Source: an optimization exercise on an open RTL-to-GDS flow (aim: small area). Production flows keep margins and buffers that such runs may drop. Function was checked by simulation only, so behaviour that the tests miss may differ from the original. Power is estimated from default activity; no workload was simulated. The flow treats the clock pin as an ideal source, which a real chip does not have.

## multicycle_core
module multicycle_core #(
   parameter logic [31:0] RESET_PC = 32'h0000_0000,
   parameter int          ADDR_W   = 32
) (
   input  logic              clk,
   input  logic              rst,
   output logic              mem_req,
   output logic              mem_we,
   output logic [ADDR_W-1:0] mem_addr,
   output logic [31:0]       mem_wdata,
   input  logic [31:0]       mem_rdata,
   input  logic              mem_ready,
   output logic              retire,
   output logic [ADDR_W-1:0] retire_pc,
   output logic              halted
);
clock: 10.0 ns
lec_check: 0
cap_margin: 20
core_margin: 2
core_utilization: 60
slew_margin: 20
standard.sh (not shown) runs the stock make flow with config.mk's settings and CLKGATE_MAP_FILE= SYNTH_SCRIPT=/design/flow/synth_recipe.tcl, a recipe that flattens the netlist after the stock synthesis.
==> flow/flow/run.sh <==
#!/bin/bash
# Standard ORFS layout with smaller port buffers and a clock tree without dummy loads.
set -euo pipefail
bash standard.sh \
  "BUFFER_PORTS_ARGS=-buffer_cell sky130_fd_sc_hd__buf_1" \
  "CTS_ARGS=-sink_clustering_enable -repair_clock_nets -dont_use_dummy_load -buf_list sky130_fd_sc_hd__clkbuf_8 -sink_clustering_size 16 -sink_clustering_max_diameter 50" \
  finish > flow.log 2>&1
==> next run, changes <==
==> flow/flow/run.sh (replaced) <==
#!/bin/bash
# Standard ORFS layout with smaller port buffers and a clock tree without dummy loads.
set -euo pipefail
bash standard.sh \
  "BUFFER_PORTS_ARGS=-buffer_cell sky130_fd_sc_hd__buf_1" \
  "CTS_ARGS=-sink_clustering_enable -repair_clock_nets -dont_use_dummy_load -buf_list {sky130_fd_sc_hd__clkbuf_4 sky130_fd_sc_hd__clkbuf_8} -sink_clustering_size 12 -sink_clustering_max_diameter 40" \
  finish > flow.log 2>&1
Effect: The new run passed the timing, design-rule and antenna checks. Critical path depth does not change. Setup slack improved by 0.032 ns. Cell count came out higher by 0.97%.

== run A ==
The RTL this note starts from:
==> flow/design.v <==
module multicycle_core #(
   parameter logic [31:0] RESET_PC = 32'h0000_0000,
   parameter int          ADDR_W   = 32
) (
   input  logic              clk,
   input  logic              rst,
   output logic              mem_req,
   output logic              mem_we,
   output logic [ADDR_W-1:0] mem_addr,
   output logic [31:0]       mem_wdata,
   input  logic [31:0]       mem_rdata,
   input  logic              mem_ready,
   output logic              retire,
   output logic [ADDR_W-1:0] retire_pc,
   output logic              halted
);
   localparam logic [2:0] ST_CLR   = 3'd0;   
   localparam logic [2:0] ST_FETCH = 3'd1;   
   localparam logic [2:0] ST_EX1   = 3'd2;   
   localparam logic [2:0] ST_MEMW  = 3'd3;   
   localparam logic [2:0] ST_EX2   = 3'd4;   
   localparam logic [2:0] ST_HALT  = 3'd5;
   localparam logic [2:0] C_ILL = 3'd0;
   localparam logic [2:0] C_R   = 3'd1;
   localparam logic [2:0] C_I   = 3'd2;
   localparam logic [2:0] C_LW  = 3'd3;
   localparam logic [2:0] C_SW  = 3'd4;
   localparam logic [2:0] C_BEQ = 3'd5;
   logic [2:0]  state;
   logic [3:0]  ph;
   logic [2:0]  cls;
   logic [31:7] ir;
   logic [31:0] rf [1:32-1];
   logic [31:0] P, A, D;
   logic        carry, icarry, flag, prevhi;
   wire last  = (ph == 4'd15);
   wire first = (ph == 4'd0);
   wire s_clr  = (state == ST_CLR);
   wire s_fet  = (state == ST_FETCH);
   wire s_ex1  = (state == ST_EX1);
   wire s_memw = (state == ST_MEMW);
   wire s_ex2  = (state == ST_EX2);
   wire [2:0] f3 = ir[14:12];
   wire [4:0] rd = ir[11:7];
   wire [4:0] ra = ir[19:15];
   wire [4:0] rb = ir[24:20];
   wire is_r   = (cls == C_R);
   wire is_alu = (cls == C_R) || (cls == C_I);
   wire is_lw  = (cls == C_LW);
   wire is_sw  = (cls == C_SW);
   wire is_beq = (cls == C_BEQ);
   wire op_shift  = is_alu && (f3[1:0] == 2'b01);
   wire op_slt    = is_alu && (f3 == 3'b010);
   wire op_single = is_alu && !op_shift && !op_slt;
   logic [1:0] rs1c, rs2c;
   always_comb begin
      rs1c = 2'b00;
      rs2c = 2'b00;
      for (int r = 1; r < 32; r++) begin
         rs1c = rs1c | (rf[r][1:0] & {2{ra == 5'(r)}});
         rs2c = rs2c | (rf[r][1:0] & {2{rb == 5'(r)}});
      end
   end
   wire [31:0] imm_i = {{20{ir[31]}}, ir[31:20]};
   wire [31:0] imm_s = {{20{ir[31]}}, ir[31:25], ir[11:7]};
   wire [31:0] imm_b = {{19{ir[31]}}, ir[31], ir[7], ir[30:25], ir[11:8], 1'b0};
   wire [31:0] imm   = is_sw ? imm_s : (is_beq ? imm_b : imm_i);
   wire [1:0]  immc  = imm[{ph, 1'b0} +: 2];
   wire       sub  = (is_r && f3 == 3'b000 && ir[30]) || op_slt;
   wire [1:0] Pc   = P[1:0];
   wire [1:0] opa  = s_ex2 ? Pc : rs1c;
   wire [1:0] opb  = is_r ? rs2c : immc;
   wire [1:0] opbx = opb ^ {2{sub}};
   wire       cin  = first ? sub : carry;
   wire [2:0] sum3 = {1'b0, opa} + {1'b0, opbx} + {2'b00, cin};
   wire [1:0] sum  = sum3[1:0];
   wire       lt   = (opa[1] ^ opb[1]) ? opa[1] : sum[1];
   logic [1:0] alu_res;
   always_comb begin
      case (f3)
         3'b100:  alu_res = rs1c ^ opb;
         3'b110:  alu_res = rs1c | opb;
         3'b111:  alu_res = rs1c & opb;
         default: alu_res = sum;
      endcase
   end
   wire       ici  = (ph == 4'd1) ? 1'b1 : (first ? 1'b0 : icarry);
   wire [2:0] inc3 = {1'b0, Pc} + {2'b00, ici};
   wire [1:0] npc  = (s_ex2 && is_beq && flag) ? sum : inc3[1:0];
   wire [4:0] shamt = ir[29:25];
   wire       right = f3[2];
   wire [3:0] sj    = shamt[4:1];
   wire [4:0] tap   = right ? ({1'b0, sj} + {4'b0000, shamt[0]}) : (5'd16 - {1'b0, sj});
   wire [1:0] T     = (tap[4] & right) ? D_in : D[{tap[3:0], 1'b0} +: 2];
   wire [4:0] tidx  = {1'b0, ph} + tap;
   wire       tout  = s_ex1 ? !right : (right ? tidx[4] : !tidx[4]);
   wire [1:0] Tm    = tout ? {2{right & flag}} : T;
   wire [1:0] shout = shamt[0] ? {Tm[0], prevhi} : Tm;
   wire final_rot = (s_ex1 && op_single) || s_ex2;
   wire fetch_req = last && (s_clr || s_fet || final_rot);
   wire data_req  = last && (s_ex1 || s_memw) && (is_lw || is_sw);
   wire eq_now    = (rs1c == rs2c);
   wire eq_all    = (first ? 1'b1 : flag) && eq_now;
   wire [1:0] A_in = s_clr ? 2'b00 :
                     final_rot ? npc :
                     (s_ex1 && (is_lw || is_sw)) ? sum : A[1:0];
   wire [1:0] P_in = s_clr ? 2'b00 : final_rot ? npc : Pc;
   wire [1:0] D_in = is_sw ? rs2c : rs1c;
   logic       wen;
   logic [1:0] wd;
   always_comb begin
      wen = 1'b0;
      wd  = 2'b00;
      if (s_ex1 && op_single) begin
         wen = 1'b1;
         wd  = alu_res;
      end else if (s_ex2) begin
         if (is_lw) begin
            wen = 1'b1;
            wd  = D[1:0];
         end else if (op_slt) begin
            wen = 1'b1;
            wd  = {1'b0, first & flag};
         end else if (op_shift) begin
            wen = 1'b1;
            wd  = shout;
         end
      end
   end
   wire [6:0] n_op = mem_rdata[6:0];
   wire [2:0] n_f3 = mem_rdata[14:12];
   wire [6:0] n_f7 = mem_rdata[31:25];
   logic [2:0] n_cls;
   logic       n_rok, n_iok;
   always_comb begin
      case (n_f3)
         3'b000, 3'b101: n_rok = (n_f7 == 7'h00) || (n_f7 == 7'h20);
         3'b011:         n_rok = 1'b0;
         default:        n_rok = (n_f7 == 7'h00);
      endcase
      case (n_f3)
         3'b001:  n_iok = (n_f7 == 7'h00);
         3'b101:  n_iok = (n_f7 == 7'h00) || (n_f7 == 7'h20);
         3'b011:  n_iok = 1'b0;
         default: n_iok = 1'b1;
      endcase
      n_cls = C_ILL;
      if (n_op == 7'b0110011 && n_rok)                  n_cls = C_R;
      if (n_op == 7'b0010011 && n_iok)                  n_cls = C_I;
      if (n_op == 7'b0000011 && n_f3 == 3'b010)         n_cls = C_LW;
      if (n_op == 7'b0100011 && n_f3 == 3'b010)         n_cls = C_SW;
      if (n_op == 7'b1100011 && n_f3 == 3'b000)         n_cls = C_BEQ;
   end
   wire n_ishift = (n_op == 7'b0010011) && (n_f3[1:0] == 2'b01);
   always_ff @(posedge clk) begin
      if (!rst) begin
         state <= ST_CLR;
         ph    <= 4'd0;
      end else begin
         ph <= ph + 4'd1;
         case (state)
            ST_CLR, ST_FETCH:
               if (last) state <= mem_ready ? ST_EX1 : ST_FETCH;
            ST_EX1: begin
               if (first && (cls == C_ILL)) state <= ST_HALT;
               else if (first && (is_lw || is_sw) && sum != 2'b00) state <= ST_HALT;
               else if (last) begin
                  if (op_single)             state <= mem_ready ? ST_EX1 : ST_FETCH;
                  else if (is_lw || is_sw)   state <= mem_ready ? ST_EX2 : ST_MEMW;
                  else if (is_beq && eq_all && ir[8]) state <= ST_HALT;
                  else                       state <= ST_EX2;
               end
            end
            ST_MEMW:
               if (last && mem_ready) state <= ST_EX2;
            ST_EX2:
               if (last) state <= mem_ready ? ST_EX1 : ST_FETCH;
            default: state <= ST_HALT;
         endcase
      end
   end
   always_ff @(posedge clk) begin
      if (fetch_req && mem_ready) begin
         cls       <= n_cls;
         ir[24:7]  <= mem_rdata[24:7];
         ir[31:30] <= mem_rdata[31:30];
         ir[29:25] <= n_ishift ? mem_rdata[24:20] : mem_rdata[29:25];
      end else if (s_ex1 && is_r && op_shift) begin
         if (ph == 4'd0) ir[26:25] <= rs2c;
         if (ph == 4'd1) ir[28:27] <= rs2c;
         if (ph == 4'd2) ir[29]    <= rs2c[0];
      end
      carry  <= sum3[2];
      icarry <= inc3[2];
      prevhi <= Tm[1];
      if (s_ex1) begin
         if (is_beq)        flag <= eq_all;
         else if (last)     flag <= op_slt ? lt : (rs1c[1] & ir[30]);
      end
      P <= {P_in, P[31:2]};
      A <= {A_in, A[31:2]};
      if (data_req && mem_ready && is_lw) D <= mem_rdata;
      else                                D <= {D_in, D[31:2]};
      for (int r = 1; r < 32; r++)
         rf[r] <= {(s_clr || (wen && rd == 5'(r))) ? (s_clr ? 2'b00 : wd) : rf[r][1:0],
                   rf[r][31:2]};
   end
   assign mem_req   = fetch_req || data_req;
   assign mem_we    = data_req && is_sw;
   assign mem_addr  = {A_in, A[31:2]};
   assign mem_wdata = {D_in, D[31:2]};
   assign retire    = first && final_rot;
   assign retire_pc = {P[31:2], 2'b00};
   assign halted    = (state == ST_HALT);
endmodule
export LEC_CHECK = 0
export CAP_MARGIN = 20
export CORE_MARGIN = 2
export CORE_UTILIZATION = 60
export SLEW_MARGIN = 20
create_clock -name core_clock -period 10.0 [get_ports {clk}]
==> flow/flow/run.sh <==
#!/bin/bash
# The standard ORFS layout, with these changes:
#  - synthesis without adder cells, then the combinational logic of the standard synthesis
#    netlist re-mapped by ABC for area (flip-flops, their names and cell types untouched);
#  - ports buffered with buf_1;
#  - a clock tree of clkbuf_16 without dummy loads.
# Each tool's output goes to a log file in this folder.
set -euo pipefail
ARGS=(ADDER_MAP_FILE=
      "BUFFER_PORTS_ARGS=-buffer_cell sky130_fd_sc_hd__buf_1"
      "CTS_ARGS=-sink_clustering_enable -repair_clock_nets -dont_use_dummy_load -buf_list sky130_fd_sc_hd__clkbuf_16 -sink_clustering_size 36 -sink_clustering_max_diameter 60")
bash standard.sh "${ARGS[@]}" synth > synth.log 2>&1
RES=orfs/results/sky130hd/multicycle_core/base
LIB=$FLOW_HOME/platforms/sky130hd/lib/sky130_fd_sc_hd__tt_025C_1v80.lib
DU=$(sed -n '/^export DONT_USE_CELLS/,/^$/p' $FLOW_HOME/platforms/sky130hd/config.mk | tr -d '\\' | tr ' ' '\n' | grep '^sky130' | sed 's/^/-dont_use /' | tr '\n' ' ')
cp $RES/1_2_yosys.v $RES/1_2_yosys_standard.v
sed -e "s#@LIB@#$LIB#g" -e "s#@DU@#$DU#g" -e "s#@IN@#$RES/1_2_yosys_standard.v#g" -e "s#@OUT@#$RES/1_2_yosys.v#g" flow/remap.ys > remap_run.ys
yosys -s remap_run.ys > remap.log 2>&1
bash standard.sh "${ARGS[@]}" finish > flow.log 2>&1
==> flow/flow/remap.ys <==
# Re-map the combinational logic of the standard synthesis netlist; flip-flops stay as they are.
read_liberty -ignore_miss_func @LIB@
read_verilog @IN@
hierarchy -top multicycle_core
setattr -mod -set keep_hierarchy 1 sky130_fd_sc_hd__dfxtp_1 sky130_fd_sc_hd__edfxtp_1
flatten
opt_clean
abc -liberty @LIB@ @DU@ -script +strash;&get,-n;&dch;&nf,-R,1000;&put;topo;dnsize
opt_clean -purge
hilomap -singleton -hicell sky130_fd_sc_hd__conb_1 HI -locell sky130_fd_sc_hd__conb_1 LO
insbuf -buf sky130_fd_sc_hd__buf_4 A X
splitnets
opt_clean -purge
stat -liberty @LIB@
select multicycle_core
write_verilog -noattr -nohex -nodec -selected @OUT@
For run B, these inputs were changed with respect to run A:
-- flow/flow/run.sh --
<<< run A, line 6
#  - a clock tree of clkbuf_16 without dummy loads.
>>> run B, line 6
#  - a clock tree of clkbuf_8 without dummy loads.
<<< run A, line 11
      "CTS_ARGS=-sink_clustering_enable -repair_clock_nets -dont_use_dummy_load -buf_list sky130_fd_sc_hd__clkbuf_16 -sink_clustering_size 36 -sink_clustering_max_diameter 60")
>>> run B, line 11
      "CTS_ARGS=-sink_clustering_enable -repair_clock_nets -dont_use_dummy_load -buf_list sky130_fd_sc_hd__clkbuf_8 -sink_clustering_size 20 -sink_clustering_max_diameter 60")
### Flow results
- First-pass GRT wire length in run B is 3.3% lower than in run A
- Compared with run A, in run B layout cell share with drive strength beyond 1 climbed 1.1 points, length of routed met2 wiring dropped about 7%.
- Reported for run B and run A, number of clock sinks seen by CTS turned out identical to the last digit.
- Changes observed in run B relative to run A: overall power dropped 3.0%; relative area of non-clock buffer cells in the final design neither gained nor lost much.
- In the flow results for run B and run A, the wire length is larger on run A.
- Finished layout cell area shrinks slightly when moving from run A to run B.
- Run A → run B: reported leakage power shrank by about 0.47%, slew of the pin with the lowest slew margin shrank by 0.0060 ns.
Inputs modified between run B and run C:
==> flow/flow/run.sh <==
#!/bin/bash
# Standard ORFS layout with smaller port buffers, no adder cells in synthesis and a clock tree
# without dummy loads.
set -euo pipefail
bash standard.sh ADDER_MAP_FILE= \
  "BUFFER_PORTS_ARGS=-buffer_cell sky130_fd_sc_hd__buf_1" \
  "CTS_ARGS=-sink_clustering_enable -repair_clock_nets -dont_use_dummy_load -buf_list sky130_fd_sc_hd__clkbuf_8 -sink_clustering_size 20 -sink_clustering_max_diameter 60" \
  finish > flow.log 2>&1
removed: flow/flow/remap.ys
Results
- Across both runs, met3 routed wirelength was higher for run C than for run B.
- Maximum number of pins on one net before global-route repair: run C higher than run B
- Lower final critical-path share of the clock period goes to run C over run B.
- When run C is set beside run B, its multi-input gate area in the final layout turns out to be 13% larger.
- Measured against each other, run C and run B differ in number of antenna violations at the first check in global routing, the higher figure coming from run B.
- Run comparison: run C startpoint of the worst setup timing path ir[19]$_DFFE_PP_; run B startpoint of the worst setup timing path ir[24]$_DFFE_PP_
- Clock share of power across run C and run B: no real change.
- Run C: global-route wire length before repair is 1.2% lower than what run B reported.
- Run C packs its core more loosely than run B.
- Looking at buffer count excluding the clock tree in the final layout across run C and run B, the one that comes out higher is run B.
- [compare] base=run B new=run C: sequential share of layout area went down 1.5 points; clock tree skew after final layout went down.

-- what the ideal ports hide --
In the flow no input, the clock included, has a driving cell. The finished layouts below were timed again as built, in two steps. Step 1: set_driving_cell puts a clkbuf_16 on clk and a buf_2 on each other input, an assumption about the parent block. Step 2, shift: input delay + t, output delay - t, t = (earliest + latest rising clock arrival at the registers) / 2. This alone moves slack from input paths to output paths. Slacks: ideal / step 1 / step 2; pairs: ideal / step 1.
run | shift t [ns] | setup slack, ns | worst setup path at the end | slew at the worst register clock pin (ns)
the first run of note 1 | 0.702 | 2.967 / 2.911 / 3.613 | register to output | 0.10 / 0.10
the second run of note 1 | 0.712 | 2.999 / 2.944 / 3.656 | register to output | 0.07 / 0.07
run A | 0.630 | 3.114 / 3.053 / 3.683 | register to output | 0.12 / 0.12
run B | 0.691 | 3.011 / 2.950 / 3.641 | register to output | 0.12 / 0.12
run C | 0.691 | 3.088 / 3.034 / 3.725 | register to output | 0.11 / 0.11
After both steps setup and hold are still met in every run listed.
